From an optimization exercise on the open Yosys and OpenROAD flow, aimed at small area; shortcuts taken in it are not production practice. In this exercise RTL edits were held to simulation tests only and were not proved equivalent to the original. Power is estimated from default activity; no workload was simulated.

==> flow/design.v <==
`timescale 1ns / 1ps
package lbed_pkg;
	localparam int STRIDE     = 16;
	localparam int MAX_GROUPS = 4096;
	localparam int SAMPLE_W  = 16;
	localparam int TIME_W    = 48;
	localparam int LEVEL_W   = 20;
	localparam int IVL_W     = 16;
	localparam int CFG_W     = 20;
	localparam int CFG_IDX_W = 1;
	localparam int ACC_L   = 52;                
	localparam int CNT_L   = 12;                
	localparam int RING_L  = ACC_L + CNT_L + TIME_W + LEVEL_W;
	localparam int B_W     = 21;                
	localparam logic [CFG_IDX_W-1:0] REG_RISE_THRESHOLD = 1'b0;
	localparam logic [CFG_IDX_W-1:0] REG_MIN_INTERVAL   = 1'b1;
endpackage
`timescale 1ns / 1ps
module lbed_divsqrt
(
	input  logic clk,
	input  logic init,      
	input  logic en,        
	input  logic a,
	input  logic b,
	input  logic t,
	output logic borrow_q,
	output logic gt_q,
	output logic gt_d
);
	logic d;
	assign d    = a ^ b ^ borrow_q;
	assign gt_d = (en && (d != t)) ? d : gt_q;
	always_ff @(posedge clk) begin
		if (init) begin
			borrow_q <= 1'b0;
			gt_q     <= 1'b0;
		end else if (en) begin
			borrow_q <= (~a & b) | (~(a ^ b) & borrow_q);
			gt_q     <= gt_d;
		end
	end
endmodule
`timescale 1ns / 1ps
import lbed_pkg::*;
module low_band_energy_beat_detector_core
(
	input  logic                 clk,
	input  logic                 arst_n,
	input  logic                 cfg_we,
	input  logic [lbed_pkg::CFG_IDX_W-1:0] cfg_index,
	input  logic [lbed_pkg::CFG_W-1:0]     cfg_wdata,
	input  logic                 s_tvalid,
	output logic                 s_tready,
	input  logic [63:0]          s_tdata,    
	input  logic                 s_tlast,    
	output logic                 m_tvalid,
	input  logic                 m_tready,
	output logic [23:0]          m_tdata,    
	output logic                 m_tuser     
);
	localparam logic [3:0]
		ST_INIT  = 4'd0,
		ST_IDLE  = 4'd1,
		ST_SADDW = 4'd2,
		ST_SADD  = 4'd3,
		ST_SQW   = 4'd4,
		ST_SQ    = 4'd5,
		ST_ACC   = 4'd6,
		ST_ROOTW = 4'd7,
		ST_ROOTI = 4'd8,
		ST_ROOT  = 4'd9,
		ST_DECW  = 4'd10,
		ST_DEC   = 4'd11,
		ST_LOAD  = 4'd12;
	localparam logic [7:0] P_LAST = 8'(RING_L - 1);                  
	localparam logic [7:0] P_ACCL = 8'(ACC_L - 1);                   
	localparam logic [7:0] P_CNT0 = 8'(ACC_L);                       
	localparam logic [7:0] P_CNTL = 8'(ACC_L + CNT_L - 1);           
	localparam logic [7:0] P_TIM0 = 8'(ACC_L + CNT_L);               
	localparam logic [7:0] P_TIML = 8'(ACC_L + CNT_L + TIME_W - 1);  
	localparam logic [7:0] P_PRV0 = 8'(ACC_L + CNT_L + TIME_W);      
	logic [3:0]  state_q, state_d;
	logic [7:0]  p_q;
	logic [LEVEL_W-1:0] thr_q;
	logic [IVL_W-1:0]   ivl_q;
	logic               thr_set_q, ivl_set_q;
	logic [RING_L-1:0]  ring_q;
	logic [B_W-1:0]     b_q;
	logic [3:0]         fill_q;
	logic               sat_q, any_q, have_prev_q;
	logic [4:0]         s_q;        
	logic [3:0]         i_q;        
	logic               c_q, c2_q, m_q, mn_q, sgn_q, tgt_q;
	logic               seen_q, just_q;
	logic               m_tvalid_q, beat_out_q, valid_out_q;
	logic [4:0] w;
	logic       p_last, in_acc, win2, in_tim, in_prv;
	assign w      = p_q[4:0];
	assign p_last = (p_q == P_LAST);
	assign in_acc = (p_q <= P_ACCL);
	assign win2   = (p_q[7:5] == 3'd2) && (w <= 5'd20);    
	assign in_tim = (p_q >= P_TIM0) && (p_q <= P_TIML);
	assign in_prv = (p_q >= P_PRV0);
	logic r0, tap;
	assign r0  = ring_q[0];
	assign tap = b_q[0];
	logic       q_pos, q_le20;
	assign q_pos  = (p_q[5:0] >= {1'b0, s_q});
	assign q_le20 = q_pos && (p_q[5:0] <= {1'b0, s_q} + 6'd20);
	logic st_sq, st_root, st_dec, upd;
	assign st_sq   = (state_q == ST_SQ);
	assign st_root = (state_q == ST_ROOT);
	assign st_dec  = (state_q == ST_DEC);
	assign upd     = st_root && (i_q == 4'd4);    
	logic [7:0] p_inc;
	assign p_inc = p_q + 8'd1;
	logic passes_done;
	assign passes_done = st_sq ? (s_q == 5'd20) : ((s_q == 5'd31) && (i_q == 4'd4));
	logic stream, sub, y, sum, cout;
	always_comb begin
		if (q_le20)
			stream = tap;
		else
			stream = st_sq & q_pos & b_q[B_W-1];
		sub = sgn_q;
		y   = (in_acc && (st_sq || st_root)) ? ((m_q & stream) ^ sub) : 1'b0;
	end
	assign sum  = r0 ^ y ^ c_q;
	assign cout = (r0 & y) | (r0 & c_q) | (y & c_q);
	logic [5:0]  t_idx;
	logic [63:0] tdat;
	logic        tbit;
	assign t_idx = p_q[5:0];
	assign tdat  = {16'd0, s_tdata[63:16]};
	assign tbit  = tdat[t_idx];
	logic sbit;
	assign sbit = w[4] ? s_tdata[15] : s_tdata[w[3:0]];
	logic gsum;
	assign gsum = (fill_q != 4'd0) & tap;
	logic r_in;
	always_comb begin
		if (state_q == ST_INIT)
			r_in = 1'b0;
		else if (state_q == ST_LOAD)
			r_in = (p_q < P_TIM0) ? 1'b0 : ((beat_out_q && in_tim) ? tbit : r0);
		else if (st_dec && in_prv && any_q)
			r_in = tap;
		else
			r_in = sum;
	end
	logic urule;
	always_comb begin
		if (just_q)
			urule = sgn_q;
		else if (!seen_q && tap)
			urule = ~sgn_q;
		else if (!seen_q && b_q[1])
			urule = 1'b1;
		else
			urule = tap;
	end
	logic b_en, b_in;
	always_comb begin
		b_en = 1'b0;
		b_in = tap;
		unique case (state_q)
			ST_SADD: begin b_en = 1'b1; b_in = gsum ^ sbit ^ c2_q; end
			ST_SQ:   b_en = in_acc && q_le20;
			ST_ROOTI: begin b_en = win2; b_in = (w == 5'd19); end
			ST_ROOT: begin
				b_en = (in_acc && q_le20) || (upd && win2);
				b_in = (upd && win2) ? urule : tap;
			end
			ST_DEC: begin b_en = (p_q >= P_TIML); b_in = any_q & tap; end
			default: ;
		endcase
	end
	logic [4:0] lidx;
	logic       cmp_init, cmp_en, cmp_a, cmp_t, br, gt, gt_d;
	assign lidx     = {~p_q[4], p_q[3:0]};
	assign cmp_init = st_dec && (p_q == P_CNTL || p_q == P_TIML);
	assign cmp_en   = st_dec && (in_tim || in_prv);
	assign cmp_a    = in_prv ? tap : tbit;
	assign cmp_t    = in_prv ? (thr_q[lidx] & thr_set_q)
	                         : ((t_idx < 6'd16) ? (ivl_q[t_idx[3:0]] & ivl_set_q) : 1'b0);
	lbed_divsqrt u_cmp (
		.clk(clk), .init(cmp_init), .en(cmp_en),
		.a(cmp_a), .b(r0), .t(cmp_t),
		.borrow_q(br), .gt_q(gt), .gt_d(gt_d)
	);
	logic beat;
	assign beat = have_prev_q & any_q & ~br & gt & tgt_q;
	logic [3:0] st_fin;
	assign st_fin = any_q ? ST_ROOTW : ST_DECW;
	always_comb begin
		state_d = state_q;
		unique case (state_q)
			ST_INIT:  if (p_last) state_d = ST_IDLE;
			ST_IDLE: begin
				if (s_tvalid && !m_tvalid_q) begin
					if (sat_q)
						state_d = s_tlast ? st_fin : ST_ACC;
					else
						state_d = ST_SADDW;
				end
			end
			ST_SADDW: if ((w == 5'd31 && p_q[7:5] != 3'd3) || p_last) state_d = ST_SADD;
			ST_SADD: begin
				if (w == 5'd20) begin
					if (fill_q == 4'd15)
						state_d = ST_SQW;
					else
						state_d = s_tlast ? st_fin : ST_ACC;
				end
			end
			ST_SQW:   if (p_last) state_d = ST_SQ;
			ST_SQ:    if (p_last && passes_done) state_d = s_tlast ? st_fin : ST_ACC;
			ST_ACC:   state_d = ST_IDLE;
			ST_ROOTW: if (p_last) state_d = ST_ROOTI;
			ST_ROOTI: if (p_last) state_d = ST_ROOT;
			ST_ROOT:  if (p_last && passes_done) state_d = ST_DECW;
			ST_DECW:  if (p_last) state_d = ST_DEC;
			ST_DEC:   if (p_last) state_d = ST_LOAD;
			ST_LOAD:  if (p_last) state_d = ST_ACC;
			default:  state_d = ST_IDLE;
		endcase
	end
	assign s_tready = (state_q == ST_ACC);
	always_ff @(posedge clk or negedge arst_n) begin
		if (!arst_n) begin
			state_q     <= ST_INIT;
			p_q         <= '0;
			fill_q      <= '0;
			sat_q       <= 1'b0;
			any_q       <= 1'b0;
			have_prev_q <= 1'b0;
			thr_set_q   <= 1'b0;
			ivl_set_q   <= 1'b0;
			m_tvalid_q  <= 1'b0;
		end else begin
			state_q <= state_d;
			p_q     <= p_last ? 8'd0 : p_inc;
			if (cfg_we) begin
				if (cfg_index == REG_RISE_THRESHOLD)
					thr_set_q <= 1'b1;
				else
					ivl_set_q <= 1'b1;
			end
			if (state_q == ST_SADD && w == 5'd20)
				fill_q <= fill_q + 4'd1;
			if (state_q == ST_SQW)
				any_q <= 1'b1;
			if (st_sq && p_q == P_CNTL && cout)
				sat_q <= 1'b1;
			if (state_q == ST_LOAD && p_q == 8'd0)
				have_prev_q <= have_prev_q | any_q;
			if (state_q == ST_ACC && s_tlast) begin
				fill_q     <= '0;
				sat_q      <= 1'b0;
				any_q      <= 1'b0;
				m_tvalid_q <= 1'b1;
			end else if (m_tready) begin
				m_tvalid_q <= 1'b0;
			end
		end
	end
	always_ff @(posedge clk) begin
		if (cfg_we) begin
			if (cfg_index == REG_RISE_THRESHOLD)
				thr_q <= cfg_wdata[LEVEL_W-1:0];
			else
				ivl_q <= cfg_wdata[IVL_W-1:0];
		end
	end
	always_ff @(posedge clk) begin
		ring_q <= {r_in, ring_q[RING_L-1:1]};
		if (b_en)
			b_q <= {b_in, b_q[B_W-1:1]};
		if (p_last) begin
			unique case (state_q)
				ST_ROOTI:       c_q <= 1'b1;
				ST_SQ, ST_ROOT: c_q <= ~passes_done & sgn_q;
				default:        c_q <= 1'b0;
			endcase
		end else if (p_q == P_ACCL) begin
			c_q <= st_sq && (s_q == 5'd0);      
		end else if (p_q == P_CNTL) begin
			c_q <= 1'b0;
		end else begin
			c_q <= cout;
		end
		c2_q <= (state_q == ST_SADD && w != 5'd20) ? ((gsum & sbit) | (gsum & c2_q) | (sbit & c2_q)) : 1'b0;
		unique case (state_q)
			ST_SQW: begin
				s_q   <= 5'd0;
				i_q   <= 4'd4;
				m_q   <= tap;
				sgn_q <= 1'b0;
			end
			ST_SQ: begin
				if (p_q == P_CNT0) begin
					s_q   <= s_q + 5'd1;
					sgn_q <= (s_q == 5'd18);   
				end
				if (p_q == {1'b0, s_q, 1'b1})
					mn_q <= tap;
				if (p_last)
					m_q <= mn_q;
			end
			ST_ROOTW: begin
				s_q   <= 5'd19;
				i_q   <= 4'd4;
				sgn_q <= 1'b1;
			end
			ST_ROOTI, ST_ROOT: begin
				if (st_root && p_q == P_ACCL) begin
					if (i_q == 4'd0) begin
						i_q   <= 4'd4;
						s_q   <= s_q - 5'd13;
						sgn_q <= ~sum;
					end else begin
						i_q <= i_q + 4'd1;
						s_q <= s_q + 5'd1;
					end
				end
				if (p_q[7:4] == 4'b0011 && p_q[3:2] != 2'b00 && p_q[3:0] == i_q)
					m_q <= r0;
				if (i_q == 4'd0 && p_q == P_TIM0)
					m_q <= sat_q;
			end
			default: ;
		endcase
		if (p_q[7:5] != 3'd2) begin
			seen_q <= 1'b0;
			just_q <= 1'b0;
		end else begin
			just_q <= tap & ~seen_q;
			seen_q <= seen_q | tap;
		end
		if (st_dec && p_q == P_TIML)
			tgt_q <= gt_d;
		if (state_q == ST_LOAD && p_q == 8'd0) begin
			beat_out_q  <= beat;
			valid_out_q <= any_q;
		end
	end
	assign m_tvalid = m_tvalid_q;
	assign m_tdata  = {3'b000, b_q[LEVEL_W:1], beat_out_q};
	assign m_tuser  = valid_out_q;
endmodule
==> flow/flow/run.sh <==
#!/bin/bash
# Layout flow: the standard flow, with three changes.
# 1. After the standard synthesis, the combinational gates are re-mapped for area by
#    reopt.tcl (yosys + ABC); every flip-flop keeps its instance, name and cell type.
# 2. Port buffers use the smallest buffer cell.
# 3. CTS uses clkbuf_4 only, small sink clusters and no dummy loads.
set -euo pipefail
export BUFFER_PORTS_ARGS="-buffer_cell sky130_fd_sc_hd__buf_1"
export CTS_ARGS="-sink_clustering_enable -repair_clock_nets -dont_use_dummy_load -buf_list {sky130_fd_sc_hd__clkbuf_4} -sink_clustering_size 10 -sink_clustering_max_diameter 40"
RES="$PWD/orfs/results/${FLOW_PLATFORM}/low_band_energy_beat_detector_core/base"
bash standard.sh "$RES/1_2_yosys.v" > standard_synth.log 2>&1
cp "$RES/1_2_yosys.v" "$RES/1_2_yosys_standard.v"
REOPT_NETLIST="$RES/1_2_yosys.v" REOPT_ABC="$PWD/flow/reopt.abc" \
  yosys -c flow/reopt.tcl > reopt_yosys.log 2>&1
bash standard.sh > standard_layout.log 2>&1
==> flow/standard.sh <==
#!/bin/bash
# synth_recipe.tcl (not shown) runs the flow's synth.tcl, then flattens the netlist and writes it again
# the make line also repeats each setting of config.mk as NAME=value (left out here)
make -C /OpenROAD-flow-scripts/flow DESIGN_CONFIG=/design/flow/config.mk WORK_HOME=/design/flow/orfs CLKGATE_MAP_FILE= SYNTH_SCRIPT=/design/flow/synth_recipe.tcl "${@:-finish}"
==> flow/flow/reopt.abc <==
strash
&get -n
&deepsyn -T 40
&put
dch -f
amap
==> flow/flow/reopt.tcl <==
# Re-map the combinational logic of the standard synthesis netlist for area.
# The flip-flops are kept as they are (same instances, names and cell types); only the
# gates between them are re-synthesized by ABC with an area-oriented script.
yosys -import
set lib  $::env(FLOW_HOME)/platforms/$::env(FLOW_PLATFORM)/lib/sky130_fd_sc_hd__tt_025C_1v80.lib
set net  $::env(REOPT_NETLIST)
set top  $::env(FLOW_TOP)
read_liberty -ignore_miss_func $lib
blackbox sky130_fd_sc_hd__df* sky130_fd_sc_hd__edf* sky130_fd_sc_hd__sdf* sky130_fd_sc_hd__dl*
read_verilog $net
hierarchy -top $top
flatten
# wires inside the flattened gates get names like cell.pin: make them internal
yosys rename -hide w:*.*
opt -purge
abc -liberty $lib -dont_use sky130_fd_sc_hd__probe_p_8 -dont_use sky130_fd_sc_hd__probec_p_8 \
  -dont_use sky130_fd_sc_hd__lpflow_* -dont_use sky130_fd_sc_hd__clkdly* -dont_use sky130_fd_sc_hd__dlygate* \
  -dont_use sky130_fd_sc_hd__dlymetal* -script $::env(REOPT_ABC)
opt_clean -purge
hierarchy -top $top
read_liberty -lib -overwrite $lib
hilomap -hicell sky130_fd_sc_hd__conb_1 HI -locell sky130_fd_sc_hd__conb_1 LO
insbuf -buf sky130_fd_sc_hd__buf_1 A X
opt_clean -purge
check -assert -mapped
stat -liberty $lib
write_verilog -noattr -nohex -nodec $net
==> flow/config.mk <==
export PLATFORM = sky130hd
export DESIGN_NAME = low_band_energy_beat_detector_core
export DESIGN_NICKNAME = low_band_energy_beat_detector_core
export VERILOG_FILES = /design/flow/design.v
export SDC_FILE = /design/flow/constraint.sdc
export NUM_CORES = 4
export LEC_CHECK = 0
export CAP_MARGIN = 20
export CORE_MARGIN = 2
export CORE_UTILIZATION = 70
export PLACE_DENSITY = 0.85
export SLEW_MARGIN = 20
==> flow/constraint.sdc <==
create_clock -name core_clock -period 9.0 [get_ports {clk}]
set_input_delay 1.8000 -clock core_clock [delete_from_list [all_inputs] [get_ports {clk}]]
set_output_delay 1.8000 -clock core_clock [all_outputs]
set_load 0.01 [all_outputs]
==> impl_metrics.tcl, run 1 <==
set metrics [dict create \
    die_h_um 108 \
    grt_max_degree 23 \
    cts_buffer_depth 3 \
    tns_ns 0 \
    hold_viol_final 0 \
    h-tree-depth 1 \
    postCtsHoldBufs 0 \
    critPathKind "reg2reg" \
    rr_startpoint "p_q[0]" \
    hold_class "reg2reg" \
    dr.pass1.iters 13 \
    dp_hpwl_mm 14.2 \
    synth_area_um2 7620 \
    holdPathEnd "ring_q[107]" \
    rrSetupSlack_ns 4.88 \
    hold_depth 0 \
    synthCells 646 \
    worstPathRequired_ns 9.57 \
    ys_warn_count 2 \
    seqPwrFrac 0.621 \
    switching_share 0.298 \
    grt_pass1_wl_mm 31.1 \
    grt_use_total 0.350 \
    tritoncts "done" \
    setup_violations 0 \
    slew_viol_final 0 \
    postCtsResizedCells 0 \
    die_x_um 108 \
    worst_skew_pair.late_latency_ns 0.63 \
    die_area_um2 11700 \
    power_density_nw_per_um2 255 \
    syn_area_per_cell_um2 11.8 \
    core_um2 10700 \
    path_max_fanout 15 \
    antenna_found_initial 0 \
    crit_arrival_ns 4.68 \
    fmax_mhz 243 \
    fin_nets 883 \
    routed_wl_mm 20.2 \
    cp-end-kind "register" \
    outcome "complete, no violations" \
    cts_buffers 30 \
    p_leak_nw 3.00 \
    power_frac_comb 0.170 \
    final.min_clock_period_ns 4.12 \
    cap_viol_max_count 0 \
    cts_setup_buffers 0 \
    syn_nets 737 \
    clock-sinks 232 \
    slew_headroom 0.280 \
    drive_above_1_share 0.0443 \
    startpoint_type "register" \
    skew_ns 0.0595 \
    worst_pin_slew_ns 1.08 \
    wl_per_cell_um 21.7 \
    ant_nets 0 \
    grt_pass1_vias 5924 \
    ff2ff_path_depth 13 \
    p_sw_mw 0.642 \
    internal_power_mw 1.52 \
    finalPower_mw 2.16 \
    start_util 0.709 \
    rsz0062_at_grt "no" \
    fin_crit_sh 0.457 \
    vias 5972 \
    path_clk_slew_ns 0.10 \
    drc 0 \
    grt-ovfl-total 0 \
    ir_drop_mv 0.218 \
    r2r-end "u_cmp.gt_q" \
    viasPerCell 6.42 \
    io_buffer_count 114 \
    row_count 38 \
    first_iter_violations 1007 \
    gp_congestion 1.02 \
    power_frac_clock 0.209 \
    n_antenna_cell 0 \
    holdCritStartpoint "ring_q[108]" \
    area_growth_pct 11.3 \
    cts_root_buffer "clkbuf_4" \
    ios 118 \
]
-- worst max-delay path by stage --
stage                     start         end  slack, ns  depth (start not counted)
finish                   p_q[0]  u_cmp.gt_q       4.88                         13
global route             p_q[0]  state_q[3]       4.67                          9
CTS                  state_q[2]    s_tready       5.06                          5
detailed placement       p_q[0]  u_cmp.gt_q       5.14                         13
global placement    s_tdata[36]       tgt_q       5.36                         10
floorplan                p_q[1]      b_q[0]       5.64                          8
-- power by group through the flow --
stage	registers (mW)	clock network (mW)	logic (mW)
2_1_floorplan	1.32	0	0.237
3_3_place_gp	1.34	0	0.332
3_5_place_dp	1.35	0	0.349
4_1_cts	1.34	0.458	0.351
5_1_grt	1.35	0.493	0.402
6_report	1.34	0.451	0.367
-- flip-flops by register name, indices dropped and copies added (netlist names), 4 cells and up --
name / flops
ring_q: 132
fill_q: 4
i_q: 4
p_q: 8
ivl_q: 16
thr_q: 20
s_q: 5
state_q: 4
b_q: 21
-- layer usage --
metal / GRT usage / wire, um
met5: 0 / 0
met1: 0.445 / 7250
met4: 0.175 / 1170
met3: 0.0747 / 2110
met2: 0.574 / 9630
-- stage by stage --
step	utilization	setup slack, ns	cells	hold WS, ns	instance area [um2]
2_1_floorplan	-	5.64	646	0.310	7620
3_3_place_gp	0.767	5.36	900	0.310	8240
3_5_place_dp	0.767	5.14	900	0.312	8240
4_1_cts	0.788	5.06	930	0.323	8470
5_1_grt	0.789	4.67	930	0.327	8480
6_report	0.789	4.88	930	0.328	8480
-- final cells by class --
cell class	count	area, um2
Clock buffer	30	225
Fill cell	655	2270
Inverter	62	233
Multi-Input combinational cell	348	1910
Sequential cell	232	5480
Tap cell	140	175
Timing Repair Buffer	118	458
-- cell usage in the layout, fill, tap and decap left out, types with 2 or more instances in the layout --
cell type,n
buf_1,114
o32ai_1,6
a2111oi_0,9
buf_4,4
o21ai_0,37
clkinv_1,62
nor2b_1,12
nor4_1,8
a222oi_1,6
a21oi_1,19
a211oi_1,7
nand2_1,39
clkbuf_4,30
o32a_1,3
nor3_1,22
edfxtp_1,72
nand4_1,3
conb_1,3
and3_1,3
o41ai_1,6
a31oi_1,6
o221ai_1,6
a21o_1,2
or3_1,2
a221oi_1,3
a22oi_1,4
o22a_1,3
dfxtp_1,138
a41oi_1,2
o22ai_1,16
o21a_1,3
nor2_1,96
a32o_1,2
nand3_1,9
dfrtp_1,22
-- worst max-delay path, cell delays in order (launching register included) --
cell,delay [ns]
dfrtp_1,0.43
clkinv_1,0.19
nor2_1,0.85
clkinv_1,0.72
o22ai_1,0.34
nor3_1,0.08
nor4_1,0.35
a311oi_1,0.09
o21ai_0,0.16
o21ai_0,0.23
nor2_1,0.20
a211oi_1,0.08
a21oi_1,0.20
nor2b_1,0.17
==> inputs of run 2 (changes only) <==
==> flow/flow/run.sh (replaced) <==
#!/bin/bash
# Layout flow: the standard flow, with three changes.
# 1. After the standard synthesis, the combinational gates are re-mapped for area by
#    reopt.tcl (yosys + ABC, four seeds, the smallest result is kept); every flip-flop
#    keeps its instance, name and cell type.
# 2. Port buffers use the smallest buffer cell.
# 3. CTS uses clkbuf_4 only, small sink clusters and no dummy loads.
set -euo pipefail
export BUFFER_PORTS_ARGS="-buffer_cell sky130_fd_sc_hd__buf_1"
export CTS_ARGS="-sink_clustering_enable -repair_clock_nets -dont_use_dummy_load -buf_list {sky130_fd_sc_hd__clkbuf_4} -sink_clustering_size 10 -sink_clustering_max_diameter 40"
RES="$PWD/orfs/results/${FLOW_PLATFORM}/low_band_energy_beat_detector_core/base"
bash standard.sh "$RES/1_2_yosys.v" > standard_synth.log 2>&1
cp "$RES/1_2_yosys.v" "$RES/1_2_yosys_standard.v"
for S in 1 2 3 4; do
  cp "$RES/1_2_yosys_standard.v" "$RES/reopt_$S.v"
  sed "s/@SEED@/$S/" flow/reopt.abc > "reopt_$S.abc"
  REOPT_NETLIST="$RES/reopt_$S.v" REOPT_ABC="$PWD/reopt_$S.abc" \
    yosys -c flow/reopt.tcl > "reopt_yosys_$S.log" 2>&1 &
done
wait
best=$(grep -H "Chip area" reopt_yosys_*.log | sed 's/^reopt_yosys_\([0-9]*\)\.log:.* \([0-9.]*\)$/\2 \1/' | sort -g | head -n 1 | cut -d' ' -f2)
echo "kept seed $best" > reopt_choice.log
cp "$RES/reopt_$best.v" "$RES/1_2_yosys.v"
bash standard.sh > standard_layout.log 2>&1
==> flow/flow/reopt.abc (replaced) <==
strash
&get -n
&deepsyn -T 40 -S @SEED@
&put
dch -f
amap
--- a/flow/config.mk
+++ b/flow/config.mk
@@ -8,5 +8,6 @@
 export CAP_MARGIN = 20
 export CORE_MARGIN = 2
 export CORE_UTILIZATION = 70
+export GPL_TIMING_DRIVEN = 0
 export PLACE_DENSITY = 0.85
 export SLEW_MARGIN = 20
==> run 2 against run 1 <==
Against the previous run: still clean on timing, DRC and antenna; first-iteration DRC count decreased by 30%; core utilization increased by 0.21 points; design area decreased by 0.18%; sequential share of layout area increased by 0.11 points; wire length decreased by 12%; via count decreased by 3.7%.
==> impl_metrics.tcl, run 2 <==
set metrics [dict create \
    outcome "complete, no violations" \
    ios 118 \
    skew_ns 0.0772 \
    layout_commonest_cell "dfxtp_1" \
    worstPathCellList "clkinv_1 > nor2_1 > clkinv_1 > o21ai_0 > nor3_1 > nor4_1 > nor2_1 > o31ai_1 > o21ai_0 > a21oi_1 > nor2_1 > nor2b_1 > clkinv_1" \
    fin_area_um2 8460 \
    fin_util 0.791 \
    grt_pass1_vias 5563 \
    fmax_mhz 213 \
    worstPathRequired_ns 9.41 \
    cts_buffer_depth 3 \
    drc 0 \
    synth_area_um2 7600 \
    area_growth_pct 11.4 \
    ant_nets 0 \
    syn_nets 735 \
    ir_drop_mv 0.175 \
    start_util 0.710 \
    core_um2 10700 \
    tns_ns 0 \
    vias 5753 \
    worst_pin_slew_ns 1.15 \
    crit_arrival_ns 5.11 \
    postCtsResizedCells 0 \
    grt-ovfl-total 0 \
    clock-sinks 232 \
    syn_area_per_cell_um2 11.8 \
    wl_per_cell_um 19.1 \
    post-place-ws_ns 4.49 \
    cts_root_buffer "clkbuf_4" \
    io_buffer_count 114 \
    crit_slowest_cell "nor2_1" \
    slew_headroom 0.231 \
    row_count 38 \
    largest_reg_flops 132 \
    fin_nets 882 \
    dpl_cell_area_um2 8260 \
    viasPerCell 6.19 \
    routed_wl_mm 17.7 \
    worst_skew_pair.late_latency_ns 0.65 \
    tritoncts "done" \
    hold_class "reg2reg" \
    die_h_um 108 \
    path_clk_slew_ns 0.11 \
    synthCells 644 \
    dr.pass1.iters 7 \
    instances_no_fill 929 \
    largest_registers "ring_q: 132 flops, b_q: 21 flops, thr_q: 20 flops" \
    first_iter_violations 705 \
    drive_above_1_share 0.0482 \
    power_density_nw_per_um2 188 \
    mostFrequentLayoutCells "dfxtp_1 (138), buf_1 (117), nor2_1 (88)" \
    p_leak_nw 3.02 \
    dp_hpwl_mm 12.7 \
    cts_buffers 27 \
    hold_viol_final 0 \
    die_area_um2 11700 \
    critical_path.max_stage_delay_ns 0.91 \
    grt_max_degree 23 \
    fillCellCount 656 \
    path_max_fanout 14 \
    grt_pass1_wl_mm 28.0 \
    cts_setup_buffers 0 \
    gp_congestion 0.933 \
    cap_viol_max_count 0 \
    h-tree-depth 1 \
    n_antenna_cell 0 \
    die_x_um 108 \
    setup_slack_ns 4.30 \
    ys_warn_count 2 \
    startpoint_type "register" \
    antenna_found_initial 0 \
    postCtsHoldBufs 0 \
    critPathKind "reg2reg" \
    regMostFlops "ring_q" \
    placed_cells 902 \
    fin_crit_sh 0.522 \
    rsz0062_at_grt "no" \
    cp-end-kind "register" \
    grt_use_total 0.312 \
    slew_viol_final 0 \
    final.min_clock_period_ns 4.70 \
    setup_violations 0 \
]
==> run 2: through the flow <==
stage / hold WS [ns] / total power [mW]
2_1_floorplan: 0.310 / 1.15
3_3_place_gp: 0.314 / 1.18
3_5_place_dp: 0.312 / 1.18
4_1_cts: 0.284 / 1.60
5_1_grt: 0.275 / 1.65
6_report: 0.272 / 1.59
==> run 2: worst paths after layout <==
kind	from	to	slack, ns	cells past startpoint
min in group asynchronous	arst_n	sat_q	1.11	1
min	ring_q[71]	ring_q[70]	0.27	0
max reg2reg	p_q[0]	tgt_q	4.30	13
max in group asynchronous	arst_n	ivl_set_q	7.45	1
min reg2reg	ring_q[71]	ring_q[70]	0.27	0
max	p_q[0]	tgt_q	4.30	13
==> run 2: where the power goes <==
part	switching [mW]	internal [mW]	leakage, nW
Clock	0.297	0.138	0.124
Combinational	0.0282	0.0190	0.862
Sequential	0.00947	1.10	2.04
==> run 2: area by class of cell <==
| cell class | count | area, um2 | share of cell area |
|---|---|---|---|
| repair buffers | 118 | 463 | 0.0547 |
| well taps | 140 | 175 | 0.0207 |
| flip-flops and latches | 232 | 5480 | 0.647 |
| clock buffers | 27 | 203 | 0.0240 |
| plain buffers | 4 | 15.0 | 0.00177 |
| inverters | 66 | 248 | 0.0293 |
| multi-input cells | 342 | 1880 | 0.223 |
==> run 2: metal layers <==
metal,up-vias,part of all wire,track usage
met1,2663,0.39,0.424
met4,0,0.036,0.120
li1,2611,-,-
met3,66,0.098,0.0530
met2,413,0.48,0.510
met5,-,0,0
==> run 2: critical path: cells and delay by family, from the launching register on <==
kind	cells	cell delay (ns)
AOI/OAI and AO/OA	4	1.21
buffers and inverters	3	0.94
DFF	1	0.44
and+or+nand+nor	6	1.86
==> inputs of run 3 (changes only) <==
--- a/flow/design.v
+++ b/flow/design.v
@@ -18,28 +18,18 @@
 `timescale 1ns / 1ps
 module lbed_divsqrt
 (
-	input  logic clk,
-	input  logic init,      
-	input  logic en,        
 	input  logic a,
 	input  logic b,
 	input  logic t,
-	output logic borrow_q,
-	output logic gt_q,
+	input  logic borrow,
+	input  logic gt,
+	output logic borrow_d,
 	output logic gt_d
 );
 	logic d;
-	assign d    = a ^ b ^ borrow_q;
-	assign gt_d = (en && (d != t)) ? d : gt_q;
-	always_ff @(posedge clk) begin
-		if (init) begin
-			borrow_q <= 1'b0;
-			gt_q     <= 1'b0;
-		end else if (en) begin
-			borrow_q <= (~a & b) | (~(a ^ b) & borrow_q);
-			gt_q     <= gt_d;
-		end
-	end
+	assign d        = a ^ b ^ borrow;
+	assign borrow_d = (~a & b) | (~(a ^ b) & borrow);
+	assign gt_d     = (d != t) ? d : gt;
 endmodule
 `timescale 1ns / 1ps
 import lbed_pkg::*;
@@ -87,13 +77,12 @@
 	logic               thr_set_q, ivl_set_q;
 	logic [RING_L-1:0]  ring_q;
 	logic [B_W-1:0]     b_q;
-	logic [3:0]         fill_q;
 	logic               sat_q, any_q, have_prev_q;
-	logic [4:0]         s_q;        
-	logic [3:0]         i_q;        
-	logic               c_q, c2_q, m_q, mn_q, sgn_q, tgt_q;
+	logic [4:0]         s_q;
+	logic [3:0]         i_q;
+	logic               c_q, m_q, mn_q, sgn_q;
 	logic               seen_q, just_q;
-	logic               m_tvalid_q, beat_out_q, valid_out_q;
+	logic               m_tvalid_q;
 	logic [4:0] w;
 	logic       p_last, in_acc, win2, in_tim, in_prv;
 	assign w      = p_q[4:0];
@@ -137,13 +126,13 @@
 	logic sbit;
 	assign sbit = w[4] ? s_tdata[15] : s_tdata[w[3:0]];
 	logic gsum;
-	assign gsum = (fill_q != 4'd0) & tap;
+	assign gsum = (i_q != 4'd0) & tap;
 	logic r_in;
 	always_comb begin
 		if (state_q == ST_INIT)
 			r_in = 1'b0;
 		else if (state_q == ST_LOAD)
-			r_in = (p_q < P_TIM0) ? 1'b0 : ((beat_out_q && in_tim) ? tbit : r0);
+			r_in = (p_q < P_TIM0) ? 1'b0 : ((s_q[0] && in_tim) ? tbit : r0);
 		else if (st_dec && in_prv && any_q)
 			r_in = tap;
 		else
@@ -165,7 +154,7 @@
 		b_en = 1'b0;
 		b_in = tap;
 		unique case (state_q)
-			ST_SADD: begin b_en = 1'b1; b_in = gsum ^ sbit ^ c2_q; end
+			ST_SADD: begin b_en = 1'b1; b_in = gsum ^ sbit ^ sgn_q; end
 			ST_SQ:   b_en = in_acc && q_le20;
 			ST_ROOTI: begin b_en = win2; b_in = (w == 5'd19); end
 			ST_ROOT: begin
@@ -177,7 +166,7 @@
 		endcase
 	end
 	logic [4:0] lidx;
-	logic       cmp_init, cmp_en, cmp_a, cmp_t, br, gt, gt_d;
+	logic       cmp_init, cmp_en, cmp_a, cmp_t, br_d, gt_d;
 	assign lidx     = {~p_q[4], p_q[3:0]};
 	assign cmp_init = st_dec && (p_q == P_CNTL || p_q == P_TIML);
 	assign cmp_en   = st_dec && (in_tim || in_prv);
@@ -185,12 +174,11 @@
 	assign cmp_t    = in_prv ? (thr_q[lidx] & thr_set_q)
 	                         : ((t_idx < 6'd16) ? (ivl_q[t_idx[3:0]] & ivl_set_q) : 1'b0);
 	lbed_divsqrt u_cmp (
-		.clk(clk), .init(cmp_init), .en(cmp_en),
-		.a(cmp_a), .b(r0), .t(cmp_t),
-		.borrow_q(br), .gt_q(gt), .gt_d(gt_d)
+		.a(cmp_a), .b(r0), .t(cmp_t), .borrow(m_q), .gt(sgn_q),
+		.borrow_d(br_d), .gt_d(gt_d)
 	);
 	logic beat;
-	assign beat = have_prev_q & any_q & ~br & gt & tgt_q;
+	assign beat = have_prev_q & any_q & ~m_q & sgn_q & mn_q;
 	logic [3:0] st_fin;
 	assign st_fin = any_q ? ST_ROOTW : ST_DECW;
 	always_comb begin
@@ -208,7 +196,7 @@
 			ST_SADDW: if ((w == 5'd31 && p_q[7:5] != 3'd3) || p_last) state_d = ST_SADD;
 			ST_SADD: begin
 				if (w == 5'd20) begin
-					if (fill_q == 4'd15)
+					if (i_q == 4'd15)
 						state_d = ST_SQW;
 					else
 						state_d = s_tlast ? st_fin : ST_ACC;
@@ -231,7 +219,6 @@
 		if (!arst_n) begin
 			state_q     <= ST_INIT;
 			p_q         <= '0;
-			fill_q      <= '0;
 			sat_q       <= 1'b0;
 			any_q       <= 1'b0;
 			have_prev_q <= 1'b0;
@@ -247,8 +234,6 @@
 				else
 					ivl_set_q <= 1'b1;
 			end
-			if (state_q == ST_SADD && w == 5'd20)
-				fill_q <= fill_q + 4'd1;
 			if (state_q == ST_SQW)
 				any_q <= 1'b1;
 			if (st_sq && p_q == P_CNTL && cout)
@@ -256,7 +241,6 @@
 			if (state_q == ST_LOAD && p_q == 8'd0)
 				have_prev_q <= have_prev_q | any_q;
 			if (state_q == ST_ACC && s_tlast) begin
-				fill_q     <= '0;
 				sat_q      <= 1'b0;
 				any_q      <= 1'b0;
 				m_tvalid_q <= 1'b1;
@@ -290,11 +274,16 @@
 		end else begin
 			c_q <= cout;
 		end
-		c2_q <= (state_q == ST_SADD && w != 5'd20) ? ((gsum & sbit) | (gsum & c2_q) | (sbit & c2_q)) : 1'b0;
 		unique case (state_q)
+			ST_INIT: i_q <= 4'd0;
+			ST_SADDW: sgn_q <= 1'b0;
+			ST_SADD: begin
+				sgn_q <= (gsum & sbit) | (gsum & sgn_q) | (sbit & sgn_q);
+				if (w == 5'd20)
+					i_q <= i_q + 4'd1;
+			end
 			ST_SQW: begin
 				s_q   <= 5'd0;
-				i_q   <= 4'd4;
 				m_q   <= tap;
 				sgn_q <= 1'b0;
 			end
@@ -329,6 +318,24 @@
 				if (i_q == 4'd0 && p_q == P_TIM0)
 					m_q <= sat_q;
 			end
+			ST_DEC: begin
+				if (cmp_init) begin
+					m_q   <= 1'b0;
+					sgn_q <= 1'b0;
+				end else if (cmp_en) begin
+					m_q   <= br_d;
+					sgn_q <= gt_d;
+				end
+				if (p_q == P_TIML)
+					mn_q <= gt_d;
+			end
+			ST_LOAD: begin
+				if (p_q == 8'd0) begin
+					s_q[0] <= beat;
+					s_q[1] <= any_q;
+				end
+			end
+			ST_ACC: if (s_tlast) i_q <= 4'd0;
 			default: ;
 		endcase
 		if (p_q[7:5] != 3'd2) begin
@@ -338,14 +345,8 @@
 			just_q <= tap & ~seen_q;
 			seen_q <= seen_q | tap;
 		end
-		if (st_dec && p_q == P_TIML)
-			tgt_q <= gt_d;
-		if (state_q == ST_LOAD && p_q == 8'd0) begin
-			beat_out_q  <= beat;
-			valid_out_q <= any_q;
-		end
 	end
 	assign m_tvalid = m_tvalid_q;
-	assign m_tdata  = {3'b000, b_q[LEVEL_W:1], beat_out_q};
-	assign m_tuser  = valid_out_q;
+	assign m_tdata  = {3'b000, b_q[LEVEL_W:1], s_q[0]};
+	assign m_tuser  = s_q[1];
 endmodule
==> run 3 against run 2 <==
Against the previous run: critical path type unchanged; combinational power is 34% lower; cell count shrank 1.3%; setup slack gained 0.24 ns; global-route usage grew 2.8 points; sequential power is 6% lower; still clean.
==> impl_metrics.tcl, run 3 <==
set metrics [dict create \
    outcome "complete, no violations" \
    skew_ns 0.0634 \
    clock-sinks 222 \
    slew_viol_final 0 \
    synth_area_um2 7320 \
    post-place-ws_ns 4.76 \
    rr_startpoint "p_q[0]" \
    first_iter_violations 796 \
    crit_slowest_cell "clkinv_1" \
    slew_headroom 0.312 \
    worst_skew_pair.late_latency_ns 0.61 \
    hold_class "reg2reg" \
    cts_root_buffer "clkbuf_4" \
    die_h_um 106 \
    p_leak_nw 2.82 \
    worstPathCellList "clkinv_1 > nor2_1 > clkinv_1 > o22ai_1 > nor3_1 > nor4_1 > nor2_1 > a221oi_1 > o22ai_1 > and2_0 > nor2_1 > a21oi_1 > o21bai_1 > o21ai_0" \
    worst_pin_slew_ns 1.03 \
    fin_crit_sh 0.496 \
    tritoncts "done" \
    cts_buffer_depth 3 \
    row_count 37 \
    cts_setup_buffers 0 \
    grt_use_total 0.340 \
    mostFrequentLayoutCells "dfxtp_1 (135), buf_1 (117), nor2_1 (98)" \
    grt_pass1_wl_mm 29.5 \
    antenna_found_initial 1 \
    setup_slack_ns 4.54 \
    syn_nets 729 \
    postCtsHoldBufs 0 \
    core_um2 10200 \
    crit_arrival_ns 4.89 \
    ir_drop_mv 0.171 \
    layout_commonest_cell "dfxtp_1" \
    ant_nets 0 \
    cp_common_cell "nor2_1" \
    largest_registers "ring_q: 132 flops, b_q: 21 flops, thr_q: 20 flops" \
    routed_wl_mm 18.8 \
    dp_hpwl_mm 13.7 \
    ios 118 \
    drc 0 \
    largest_reg_flops 132 \
    fin_nets 874 \
    finalPower_mw 1.50 \
    hold_viol_final 0 \
    viasPerCell 6.32 \
    gp_congestion 0.969 \
    tns_ns 0 \
    n_antenna_cell 0 \
    power_density_nw_per_um2 183 \
    regMostFlops "ring_q" \
    die_x_um 106 \
    multi_input_area_um2 1880 \
    critPathTopFamily "compound AO/OA/AOI/OAI gates" \
    ys_warn_count 1 \
    postCtsResizedCells 0 \
    die_area_um2 11300 \
    synthCells 638 \
    critical_path.max_stage_delay_ns 0.80 \
    fin_util 0.798 \
    area_growth_pct 11.6 \
    grt_max_degree 21 \
    path_clk_slew_ns 0.10 \
    cp-end-kind "register" \
    rsz0062_at_grt "no" \
    worstPathRequired_ns 9.43 \
    seq_area_um2 5230 \
    cts_buffers 27 \
    startpoint_type "register" \
    dr.pass1.iters 8 \
    vias 5798 \
    grt_pass1_vias 5777 \
    setup_violations 0 \
    h-tree-depth 1 \
    path_buf_inv 2 \
    wl_per_cell_um 20.5 \
    fmax_mhz 224 \
    syn_area_per_cell_um2 11.5 \
    startpoint "p_q[0]" \
    start_util 0.716 \
    final.min_clock_period_ns 4.46 \
    path_max_fanout 20 \
    fillCellCount 615 \
    holdCritStartpoint "ring_q[5]" \
    grt-ovfl-total 0 \
    drive_above_1_share 0.0423 \
    cap_viol_max_count 0 \
    io_buffer_count 114 \
    critPathKind "reg2reg" \
]
==> run 3: cell types whose count changed in the layout (fill, tap and decap cells not counted), sizes merged, moves of 4 or more <==
cell	delta
a21oi	+4
clkinv	-7
dfrtp	-4
nand2	-7
nand3	-9
nor2	+8
nor2b	-4
o21ai	+17
o221ai	-7
o22ai	+6
or2	+5
or3	+4
==> run 3: final timing paths <==
kind / slack, ns / to / cells after the start
worst min-delay path: 0.32 / ring_q[4] / 0
worst max register to register: 4.54 / sgn_q / 14
max in group asynchronous: 7.43 / p_q[2] / 1
worst max-delay path: 4.54 / sgn_q / 14
worst min register to register: 0.32 / ring_q[4] / 0
min in group asynchronous: 1.14 / thr_set_q / 1
==> run 3: per-layer routing <==
layer | GRT usage | vias to the layer above | part of all wire
met5 | 0 | - | 0.00069
li1 | - | 2570 | -
met1 | 0.454 | 2668 | 0.38
met2 | 0.544 | 446 | 0.47
met3 | 0.0632 | 112 | 0.098
met4 | 0.164 | 2 | 0.057
==> run 3: stage by stage <==
stage | cells | hold slack [ns] | area [um2]
after floorplan | 638 | 0.310 | 7320
after global placement | 888 | 0.314 | 7920
after detailed placement | 890 | 0.312 | 7960
after CTS | 917 | 0.294 | 8170
after global routing | 917 | 0.327 | 8170
final | 917 | 0.324 | 8170
==> run 3: layout make-up <==
class                      instances  share of cell area
sequential                       222               0.640
multi-input combinational        353               0.230
timing repair buffer             116              0.0558
inverter                          59              0.0271
clock buffer                      27              0.0248
tap                              136              0.0208
buffer                             4             0.00184
==> run 3: where the power goes <==
group	internal (mW)	switching, mW	total (mW)
combinational	0.0132	0.0179	0.0310
clock	0.138	0.282	0.420
sequential	1.04	0.00389	1.04
==> run 3: worst reg2reg max path, cell delays in order (launching register included) <==
cell,delay [ns]
dfrtp_1,0.42
clkinv_1,0.18
nor2_1,0.65
clkinv_1,0.80
o22ai_1,0.42
nor3_1,0.09
nor4_1,0.32
nor2_1,0.08
a221oi_1,0.46
o22ai_1,0.19
and2_0,0.19
nor2_1,0.12
a21oi_1,0.05
o21bai_1,0.19
o21ai_0,0.19
==> inputs of run 4 (changes only) <==
--- a/flow/design.v
+++ b/flow/design.v
@@ -81,8 +81,10 @@
 	logic [4:0]         s_q;
 	logic [3:0]         i_q;
 	logic               c_q, m_q, mn_q, sgn_q;
-	logic               seen_q, just_q;
 	logic               m_tvalid_q;
+	logic               seen_q, just_q;
+	assign seen_q = c_q;
+	assign just_q = mn_q;
 	logic [4:0] w;
 	logic       p_last, in_acc, win2, in_tim, in_prv;
 	assign w      = p_q[4:0];
@@ -135,6 +137,8 @@
 			r_in = (p_q < P_TIM0) ? 1'b0 : ((s_q[0] && in_tim) ? tbit : r0);
 		else if (st_dec && in_prv && any_q)
 			r_in = tap;
+		else if (p_q >= P_TIM0)
+			r_in = r0;
 		else
 			r_in = sum;
 	end
@@ -271,6 +275,8 @@
 			c_q <= st_sq && (s_q == 5'd0);      
 		end else if (p_q == P_CNTL) begin
 			c_q <= 1'b0;
+		end else if (p_q[7:5] == 3'd2) begin
+			c_q <= seen_q | tap;        
 		end else begin
 			c_q <= cout;
 		end
@@ -303,6 +309,10 @@
 				sgn_q <= 1'b1;
 			end
 			ST_ROOTI, ST_ROOT: begin
+				if (p_q[7:5] == 3'd2)
+					mn_q <= tap & ~seen_q;
+				else
+					mn_q <= 1'b0;
 				if (st_root && p_q == P_ACCL) begin
 					if (i_q == 4'd0) begin
 						i_q   <= 4'd4;
@@ -338,13 +348,6 @@
 			ST_ACC: if (s_tlast) i_q <= 4'd0;
 			default: ;
 		endcase
-		if (p_q[7:5] != 3'd2) begin
-			seen_q <= 1'b0;
-			just_q <= 1'b0;
-		end else begin
-			just_q <= tap & ~seen_q;
-			seen_q <= seen_q | tap;
-		end
 	end
 	assign m_tvalid = m_tvalid_q;
 	assign m_tdata  = {3'b000, b_q[LEVEL_W:1], s_q[0]};
==> run 4 against run 3 <==
Against the previous run: maximum frequency is 5.3% lower; still clean; wire length is 2.5% higher; setup slack worse by 0.25 ns; sequential cell count is 2 lower; combinational power grew to 17 times the previous value; largest power group unchanged.
==> impl_metrics.tcl, run 4 <==
set metrics [dict create \
    crit_arrival_ns 5.21 \
    postCtsHoldBufs 0 \
    h-tree-depth 1 \
    worst_pin_slew_ns 1.20 \
    p_leak_nw 2.91 \
    critPathTopFamily "simple AND/OR/NAND/NOR gates" \
    first_iter_violations 962 \
    syn_nets 733 \
    setup_slack_ns 4.29 \
    grt_use_total 0.349 \
    outcome "complete, no violations" \
    gp_congestion 0.979 \
    ys_warn_count 1 \
    path_clk_slew_ns 0.10 \
    die_area_um2 11300 \
    die_x_um 106 \
    drive_above_1_share 0.0483 \
    worst_skew_pair.late_latency_ns 0.59 \
    tns_ns 0 \
    wl_per_cell_um 20.8 \
    area_growth_pct 11.8 \
    grt_max_degree 19 \
    fmax_mhz 212 \
    cts_buffer_depth 3 \
    hold_class "reg2reg" \
    mostFrequentLayoutCells "dfxtp_1 (133), buf_1 (117), nor2_1 (108)" \
    largest_registers "ring_q: 132 flops, b_q: 21 flops, thr_q: 20 flops" \
    syn_area_per_cell_um2 11.4 \
    grt-ovfl-total 0 \
    grt_pass1_vias 5928 \
    slew_viol_final 0 \
    row_count 37 \
    die_h_um 106 \
    drc 0 \
    start_util 0.717 \
    grt_pass1_wl_mm 30.3 \
    ir_drop_mv 0.211 \
    slew_headroom 0.190 \
    startpoint_type "register" \
    post-place-ws_ns 4.08 \
    fin_nets 880 \
    postCtsResizedCells 0 \
    worstPathRequired_ns 9.49 \
    regMostFlops "ring_q" \
    setup_violations 0 \
    vias 5848 \
    routed_wl_mm 19.2 \
    antenna_found_initial 0 \
    fillCellCount 597 \
    largest_reg_flops 132 \
    critical_path.max_stage_delay_ns 0.68 \
    dr.pass1.iters 10 \
    cts_root_buffer "clkbuf_4" \
    path_buf_inv 5 \
    power_density_nw_per_um2 275 \
    worstPathCellList "clkinv_1 > nor2_2 > clkinv_1 > nor2_1 > clkinv_1 > nor2_1 > clkinv_1 > o21a_1 > a2111oi_0 > o21ai_0 > nor2_1 > clkinv_1 > nor2_1 > nor2_1 > o22ai_1" \
    synthCells 642 \
    ios 118 \
    n_antenna_cell 0 \
    layout_commonest_cell "dfxtp_1" \
    final.min_clock_period_ns 4.71 \
    cts_buffers 28 \
    core_um2 10200 \
    tritoncts "done" \
    crit_slowest_cell "nor2_2" \
    viasPerCell 6.34 \
    rsz0062_at_grt "no" \
    dp_hpwl_mm 13.9 \
    critPathKind "reg2reg" \
    fin_crit_sh 0.524 \
    ant_nets 0 \
    io_buffer_count 114 \
    synth_area_um2 7330 \
    skew_ns 0.0561 \
    cap_viol_max_count 0 \
    clock-sinks 220 \
    cts_setup_buffers 0 \
    path_max_fanout 16 \
    cp-end-kind "register" \
    hold_viol_final 0 \
]
-- run 4: path summary, 6_finish.rpt --
path / startpoint / endpoint / slack, ns / depth (start not counted)
min in group asynchronous: arst_n / p_q[1] / 1.17 / 1
worst max register to register: p_q[1] / state_q[3] / 4.29 / 15
max in group asynchronous: arst_n / p_q[0] / 7.42 / 1
worst min-delay path: ring_q[105] / ring_q[104] / 0.33 / 0
worst min register to register: ring_q[105] / ring_q[104] / 0.33 / 0
worst max-delay path: p_q[1] / state_q[3] / 4.29 / 15
-- run 4: cell type report --
class	count	area [um2]	area share
buffer	4	15.0	0.00183
clock buffer	28	210	0.0257
inverter	59	221	0.0270
multi-input combinational	359	1930	0.236
sequential	220	5180	0.633
tap	136	170	0.0208
timing repair buffer	117	459	0.0560
-- run 4: worst reg2reg max path, delay by kind of cell (launching register included) --
| kind | cells | cell delay, ns |
|---|---|---|
| AND/OR/NAND/NOR | 6 | 1.79 |
| flip-flops | 1 | 0.42 |
| buffers and inverters | 5 | 1.31 |
| AO/OA/AOI/OAI | 4 | 1.09 |
-- run 4: metal layers --
layer / track usage / vias to the layer above / wire length (um)
met5: 0 / - / 0
met4: 0.176 / 0 / 867
met3: 0.0871 / 94 / 2240
met2: 0.554 / 510 / 9010
met1: 0.450 / 2641 / 7120
li1: - / 2603 / -
-- run 4: report_power, final --
group          switching [mW]  total (mW)  internal, mW
logic                   0.358       0.523         0.165
clock network           0.279       0.422         0.143
registers               0.103        1.31          1.20
-- run 4: metrics by stage --
stage	instances	hold slack (ns)	area, um2	total power [mW]	utilization
after floorplan	642	0.310	7330	1.62	-
after global placement	892	0.314	7930	1.78	0.775
after detailed placement	895	0.312	7980	1.82	0.780
after CTS	923	0.328	8190	2.23	0.800
after global routing	923	0.329	8190	2.34	0.801
final	923	0.334	8190	2.25	0.801
==> inputs of run 5 (changes only) <==
==> flow/flow/run.sh (replaced) <==
#!/bin/bash
# Layout flow: the standard flow, with three changes.
# 1. After the standard synthesis, the combinational gates are re-mapped for area by
#    reopt.tcl (yosys + ABC, eight runs, the smallest result is kept); every flip-flop
#    keeps its instance, name and cell type.
# 2. Port buffers use the smallest buffer cell.
# 3. CTS uses clkbuf_4 only, small sink clusters and no dummy loads.
set -euo pipefail
export BUFFER_PORTS_ARGS="-buffer_cell sky130_fd_sc_hd__buf_1"
export CTS_ARGS="-sink_clustering_enable -repair_clock_nets -dont_use_dummy_load -buf_list {sky130_fd_sc_hd__clkbuf_4} -sink_clustering_size 10 -sink_clustering_max_diameter 40"
RES="$PWD/orfs/results/${FLOW_PLATFORM}/low_band_energy_beat_detector_core/base"
bash standard.sh "$RES/1_2_yosys.v" > standard_synth.log 2>&1
cp "$RES/1_2_yosys.v" "$RES/1_2_yosys_standard.v"
for batch in "1 2 3 4" "5 6 7 8"; do
  for S in $batch; do
    tmpl=flow/reopt.abc
    if [ "$S" -gt 4 ]; then tmpl=flow/reopt_mfs.abc; fi
    cp "$RES/1_2_yosys_standard.v" "$RES/reopt_$S.v"
    sed "s/@SEED@/$S/" "$tmpl" > "reopt_$S.abc"
    REOPT_NETLIST="$RES/reopt_$S.v" REOPT_ABC="$PWD/reopt_$S.abc" \
      yosys -c flow/reopt.tcl > "reopt_yosys_$S.log" 2>&1 &
  done
  wait
done
best=$(grep -H "Chip area" reopt_yosys_*.log | sed 's/^reopt_yosys_\([0-9]*\)\.log:.* \([0-9.]*\)$/\2 \1/' | sort -g | head -n 1 | cut -d' ' -f2)
echo "kept seed $best" > reopt_choice.log
cp "$RES/reopt_$best.v" "$RES/1_2_yosys.v"
bash standard.sh > standard_layout.log 2>&1
==> flow/flow/reopt_mfs.abc (new file) <==
strash
&get -n
&deepsyn -T 40 -S @SEED@
&put
dch -f
amap
mfs3 -a
==> run 5 against run 4 <==
Against the previous run: die area down 0.15%; combinational power is 94% lower; power shrank 34%; register-to-register slack lost 0.07 ns; sequential power shrank 21%; non-clock buffer count is the same; count of clock-buffer cells in the layout stayed put; sequential share of layout area up 0.097 points; synthesized area fell by 0.15%; synthesized cell count decreased by 1.4%; first-iteration DRC count decreased by 29%; largest cell class unchanged.
==> impl_metrics.tcl, run 5 <==
set metrics [dict create \
    grtUsageMet3 0.0717 \
    hold_class "reg2reg" \
    synthCells 633 \
    syn_nets 724 \
    ir_drop_mv 0.223 \
    postCtsResizedCells 0 \
    fmax_mhz 209 \
    area_growth_pct 11.8 \
    grt-ovfl-total 0 \
    placed_cells 886 \
    met2_usage 0.580 \
    hold_viol_final 0 \
    final.min_clock_period_ns 4.78 \
    path_clk_slew_ns 0.10 \
    grt_pass1_wl_mm 30.3 \
    wl_per_cell_um 20.8 \
    fin_nets 871 \
    post-place-ws_ns 4.59 \
    core_um2 10200 \
    slew_headroom 0.233 \
    die_h_um 106 \
    setup_violations 0 \
    power_density_nw_per_um2 182 \
    gp_congestion 0.988 \
    clock-sinks 220 \
    layout_commonest_cell "dfxtp_1" \
    viasPerCell 6.44 \
    fin_crit_sh 0.531 \
    p_leak_nw 2.92 \
    start_util 0.715 \
    rr_startpoint "state_q[3]" \
    drc 0 \
    setup_slack_ns 4.22 \
    routed_wl_mm 19.0 \
    cts_buffer_depth 3 \
    cap_viol_max_count 0 \
    mostFrequentLayoutCells "dfxtp_1 (133), buf_1 (117), nor2_1 (98)" \
    tns_ns 0 \
    drive_above_1_share 0.0488 \
    tritoncts "done" \
    die_area_um2 11300 \
    dr.pass1.iters 8 \
    h-tree-depth 1 \
    busiest_layer "met2" \
    worst_pin_slew_ns 1.15 \
    postCtsHoldBufs 0 \
    worstPathRequired_ns 9.55 \
    syn_area_per_cell_um2 11.6 \
    critPathKind "reg2reg" \
    dpl_cell_area_um2 7970 \
    ant_nets 0 \
    die_x_um 106 \
    n_antenna_cell 0 \
    largest_registers "ring_q: 132 flops, b_q: 21 flops, thr_q: 20 flops" \
    ios 118 \
    first_iter_violations 682 \
    cp-end-kind "register" \
    row_count 37 \
    outcome "complete, no violations" \
    instances_no_fill 914 \
    use_met1 0.448 \
    startpoint_type "register" \
    cts_buffers 28 \
    vias 5890 \
    worst_skew_pair.late_latency_ns 0.66 \
    fin_util 0.800 \
    startpoint "state_q[3]" \
    crit_arrival_ns 5.33 \
    skew_ns 0.132 \
    grt_use_total 0.348 \
    largest_reg_flops 132 \
    cts_root_buffer "clkbuf_4" \
    regMostFlops "ring_q" \
    path_max_fanout 8 \
    critical_path.max_stage_delay_ns 0.60 \
    cts_setup_buffers 0 \
    antenna_found_initial 0 \
    fin_area_um2 8180 \
    holdCritStartpoint "ring_q[35]" \
    synth_area_um2 7320 \
    worstPathCellList "clkinv_1 > nor2_1 > nand2_1 > o22ai_1 > clkinv_1 > o22ai_1 > nand2_1 > nor2_1 > a311oi_1 > o21ai_0 > a31oi_1 > a31oi_1 > nor3_1 > nor3_1" \
    slew_viol_final 0 \
    grt_max_degree 19 \
    crit_slowest_cell "o22ai_1" \
    ys_warn_count 1 \
    dp_hpwl_mm 13.9 \
    io_buffer_count 114 \
    rsz0062_at_grt "no" \
    grt_pass1_vias 5901 \
]
## run 5: layer usage
metal | vias up | wire [um]
met5 | - | 0
met4 | 0 | 811
met3 | 96 | 2000
met2 | 472 | 9130
met1 | 2728 | 7030
li1 | 2594 | -
## run 5: final timing paths
check                             end  slack [ns]  cells after the start
max                        state_q[0]        4.22                     14
min                        ring_q[34]        0.24                      0
max reg2reg                state_q[0]        4.22                     14
min reg2reg                ring_q[34]        0.24                      0
max in group asynchronous      p_q[7]        7.39                      1
min in group asynchronous   ivl_set_q        1.11                      1
## run 5: power breakdown
group,switching [mW],internal [mW]
clock,0.281,0.142
combinational,0.0172,0.0134
sequential,0.00383,1.03
## run 5: worst max-delay path: cells and delay by family, from the launching register on
family	cells	cell delay [ns]
DFF	1	0.53
buffers and inverters	2	0.64
and+or+nand+nor	6	1.38
AOI/OAI and AO/OA	6	2.11
## run 5: final cells by class
| type | count | area [um2] |
|---|---|---|
| well taps | 136 | 170 |
| fillers | 600 | 2050 |
| repair buffers | 117 | 459 |
| inverters | 57 | 214 |
| multi-input cells | 352 | 1930 |
| plain buffers | 4 | 15.0 |
| clock buffers | 28 | 210 |
| flip-flops and latches | 220 | 5180 |
## run 5: per-stage QoR
step           total power [mW]  hold WS (ns)
5_1_grt                    1.53         0.219
2_1_floorplan              1.07         0.310
3_5_place_dp               1.09         0.312
6_report                   1.49         0.235
4_1_cts                    1.49         0.219
3_3_place_gp               1.08         0.313

==> static timing again, ports no longer ideal <==
The flow's constraints put no driver on any port. The routed layouts listed below were extracted and timed again, unchanged, in two steps. Step 1, drivers: a clkbuf_16 drives clk and a buf_2 each remaining input, both assumed. Step 2 adds t to the input delays and takes it off the output delays; t is the mean of the earliest and latest rising clock arrival at the registers after step 1. Input paths then give back, and output paths get back, about the clock's delay inside the block. a / b / c = ideal ports / drivers / drivers and shift; a / b = the first two.
run | t (ns) | setup slack, ns | worst setup path at the end | worst register clock-pin slew, ns
run 1 | 0.633 | 4.884 / 4.884 / 4.884 | register to register | 0.11 / 0.11
run 2 | 0.648 | 4.300 / 4.300 / 4.300 | register to register | 0.11 / 0.11
run 3 | 0.615 | 4.538 / 4.538 / 4.538 | register to register | 0.11 / 0.11
run 4 | 0.591 | 4.287 / 4.287 / 4.287 | register to register | 0.11 / 0.11
run 5 | 0.622 | 4.221 / 4.221 / 4.221 | register to register | 0.11 / 0.11
After both steps every run listed still meets setup and hold.
